Background: an optimization exercise with open tools, aiming at small area, a short achievable clock period and few clock cycles per item. Do not read the settings as production practice. Function was checked by simulation only, so behaviour that the tests miss may differ from the original.

// nn_top
module nn_top #(
  parameter int data_w = 16,
  parameter int frac_w = 8
) (
  input  wire                clk,
  input  wire                rst_n,
  input  wire                in_valid_w1,
  input  wire                in_valid_w2,
  input  wire                in_valid_d,
  input  wire  [data_w-1:0]  weight1,
  input  wire  [data_w-1:0]  weight2,
  input  wire  [data_w-1:0]  data_point,
  output logic               out_valid,
  output logic [data_w-1:0]  out
);
  logic                                  first_next;
  logic                                  fresh_next;
  logic                                  d3_ok_hold;
  logic [nn_pkg::n_in-1:0]               k_next;
  logic                                  l2_next;
  logic [nn_pkg::n_w1-1:0]               w1_ok;
  logic [nn_pkg::n_hid-1:0]              w2_ok;
  logic [nn_pkg::n_in-1:0]               d_ok;
  logic                                  l2;
  logic                                  rot_d;
  logic [nn_pkg::n_w1-1:0][data_w-1:0]   w1;
  logic [nn_pkg::n_hid-1:0][data_w-1:0]  w2;
  logic [nn_pkg::n_in-1:0][data_w-1:0]   d;
  logic [nn_pkg::n_hid-1:0][data_w-1:0]  pa;
  logic [nn_pkg::n_hid-1:0][data_w-1:0]  pb;
  logic [nn_pkg::n_hid-1:0]              pc;
  logic [data_w-1:0]                     d3_next;
  nn_ctrl u_ctrl (
    .clk        (clk),
    .rst_n      (rst_n),
  ...
==> flow/config.mk <==
export PLATFORM = sky130hd
export DESIGN_NAME = nn_top
export DESIGN_NICKNAME = nn_top
export VERILOG_FILES = /design/flow/design.v
export SDC_FILE = /design/flow/constraint.sdc
export NUM_CORES = 4
export LEC_CHECK = 0
export CAP_MARGIN = 20
export CORE_MARGIN = 2
export CORE_UTILIZATION = 40
export SLEW_MARGIN = 20
==> flow/constraint.sdc <==
create_clock -name core_clock -period 12.0 [get_ports {clk}]
set_input_delay 2.4000 -clock core_clock [delete_from_list [all_inputs] [get_ports {clk}]]
set_output_delay 2.4000 -clock core_clock [all_outputs]
set_load 0.01 [all_outputs]
standard.sh (not shown) runs the stock make flow with config.mk's settings and CLKGATE_MAP_FILE= SYNTH_SCRIPT=/design/flow/synth_recipe.tcl, a recipe that flattens the netlist after the stock synthesis.
==> flow/flow/run.sh <==
#!/bin/bash
set -euo pipefail
M=7.4
R=orfs/results/sky130hd/nn_top/base
bash standard.sh SETUP_SLACK_MARGIN=$M synth > synth_flow.log 2>&1
cp $R/1_2_yosys.v $R/1_2_yosys_orig.v
python3 flow/fa_polarity.py $R/1_2_yosys_orig.v $R/1_2_yosys_fapol.v > fa_polarity.log 2>&1
python3 flow/out_adder.py $R/1_2_yosys_fapol.v $R/1_2_yosys_oadd.v > out_adder.log 2>&1
cp $R/1_2_yosys_oadd.v $R/1_2_yosys.v
rm -f $R/1_synth.odb $R/1_synth.sdc
bash standard.sh SETUP_SLACK_MARGIN=$M finish > standard_flow.log 2>&1
Other scripts of this flow, unchanged in this note and not shown: flow/flow/fa_polarity.py, flow/flow/out_adder.py
The starting point produced a clean layout.
Testbench counts at the start, summed over its fixed seeds: cycles 22,400, inferences 3,200.
Next try:
==> flow/flow/run.sh (replaced) <==
#!/bin/bash
set -euo pipefail
M=7.0
B="-buffer_cell sky130_fd_sc_hd__buf_2"
R=orfs/results/sky130hd/nn_top/base
bash standard.sh SETUP_SLACK_MARGIN=$M "BUFFER_PORTS_ARGS=$B" synth > synth_flow.log 2>&1
cp $R/1_2_yosys.v $R/1_2_yosys_orig.v
python3 flow/fa_polarity.py $R/1_2_yosys_orig.v $R/1_2_yosys_fapol.v > fa_polarity.log 2>&1
python3 flow/out_adder.py $R/1_2_yosys_fapol.v $R/1_2_yosys_oadd.v > out_adder.log 2>&1
cp $R/1_2_yosys_oadd.v $R/1_2_yosys.v
rm -f $R/1_synth.odb $R/1_synth.sdc
bash standard.sh SETUP_SLACK_MARGIN=$M "BUFFER_PORTS_ARGS=$B" finish > standard_flow.log 2>&1
--- a/flow/config.mk
+++ b/flow/config.mk
@@ -9,3 +9,4 @@
 export CORE_MARGIN = 2
 export CORE_UTILIZATION = 40
+export CTS_BUF_LIST = sky130_fd_sc_hd__clkbuf_4 sky130_fd_sc_hd__clkbuf_8
 export SLEW_MARGIN = 20
=> Synthesized cell count does not change; final area is lower by 8.8%; sequential share of layout area is higher by 3.1 points; wire length is lower by 4.7%.
Next try:
==> flow/flow/run.sh (replaced) <==
#!/bin/bash
set -euo pipefail
M=7.0
R=orfs/results/sky130hd/nn_top/base
bash standard.sh SETUP_SLACK_MARGIN=$M synth > synth_flow.log 2>&1
cp $R/1_2_yosys.v $R/1_2_yosys_orig.v
python3 flow/fa_polarity.py $R/1_2_yosys_orig.v $R/1_2_yosys_fapol.v > fa_polarity.log 2>&1
python3 flow/out_adder.py $R/1_2_yosys_fapol.v $R/1_2_yosys_oadd.v > out_adder.log 2>&1
cp $R/1_2_yosys_oadd.v $R/1_2_yosys.v
rm -f $R/1_synth.odb $R/1_synth.sdc
bash standard.sh SETUP_SLACK_MARGIN=$M finish > standard_flow.log 2>&1
--- a/flow/config.mk
+++ b/flow/config.mk
@@ -9,4 +9,3 @@
 export CORE_MARGIN = 2
 export CORE_UTILIZATION = 40
-export CTS_BUF_LIST = sky130_fd_sc_hd__clkbuf_4 sky130_fd_sc_hd__clkbuf_8
 export SLEW_MARGIN = 20
=>
- The changed run produced a clean layout
- count of clock-buffer cells in the layout is lower by 64
- cell area hardly moves
- fmax shrinks by about 0.8%
- first-iteration DRC count fell by about 5%
- non-clock buffer count fell by 27
- utilization barely changes
- wire length goes down by about 0.4%
- die area stays the same
Next try:
==> flow/flow/run.sh (replaced) <==
#!/bin/bash
set -euo pipefail
M=7.0
B="-buffer_cell sky130_fd_sc_hd__buf_2"
R=orfs/results/sky130hd/nn_top/base
bash standard.sh SETUP_SLACK_MARGIN=$M "BUFFER_PORTS_ARGS=$B" synth > synth_flow.log 2>&1
cp $R/1_2_yosys.v $R/1_2_yosys_orig.v
python3 flow/fa_polarity.py $R/1_2_yosys_orig.v $R/1_2_yosys_fapol.v > fa_polarity.log 2>&1
python3 flow/out_adder.py $R/1_2_yosys_fapol.v $R/1_2_yosys_oadd.v > out_adder.log 2>&1
cp $R/1_2_yosys_oadd.v $R/1_2_yosys.v
rm -f $R/1_synth.odb $R/1_synth.sdc
bash standard.sh SETUP_SLACK_MARGIN=$M "BUFFER_PORTS_ARGS=$B" finish > standard_flow.log 2>&1
--- a/flow/config.mk
+++ b/flow/config.mk
@@ -8,4 +8,4 @@
 export CAP_MARGIN = 20
 export CORE_MARGIN = 2
-export CORE_UTILIZATION = 40
+export CORE_UTILIZATION = 55
 export SLEW_MARGIN = 20
Result:
- The new run went through all stages and came out clean
- register-to-register slack is worse by 0.03 ns
- first-iteration DRC count increases by 3.7%
- final cell count fell by 6.9%
- worst setup slack loses 0.013 ns
- die area came out lower by 27%
- core utilization is higher by 17 points
- global-route usage rises by 9.2 points
- non-clock buffer count climbs by 17
- maximum frequency stays flat

==> separate check: timing with driven ports <==
How much do the figures lean on ideal ports? The routed layouts below were timed once more, with nothing changed but the port constraints. Step 1 sets driving cells, clkbuf_16 on the clock port and buf_2 on the other inputs (assumed; they add their load-dependent delay and slew). Step 2, shift: input delay + t, output delay - t, t = (earliest + latest rising clock arrival at the registers) / 2. This alone moves slack from input paths to output paths. Slacks: ideal ports / drivers / drivers and shift; pairs: ideal ports / drivers.
| run | shift t [ns] | setup slack, ns | worst setup path after step 2 | pins driven straight from the clock port |
|---|---|---|---|---|
| the first run | 0.690 | 7.080 / 7.016 / 7.097 | register to register | 1 |
| the second run | 0.752 | 7.118 / 7.056 / 7.120 | register to register | 1 |
| the third run | 0.680 | 7.078 / 7.011 / 7.099 | register to register | 1 |
| the fourth run | 0.691 | 7.065 / 7.056 / 7.065 | register to register | 1 |
After both steps every run listed still meets setup and hold.
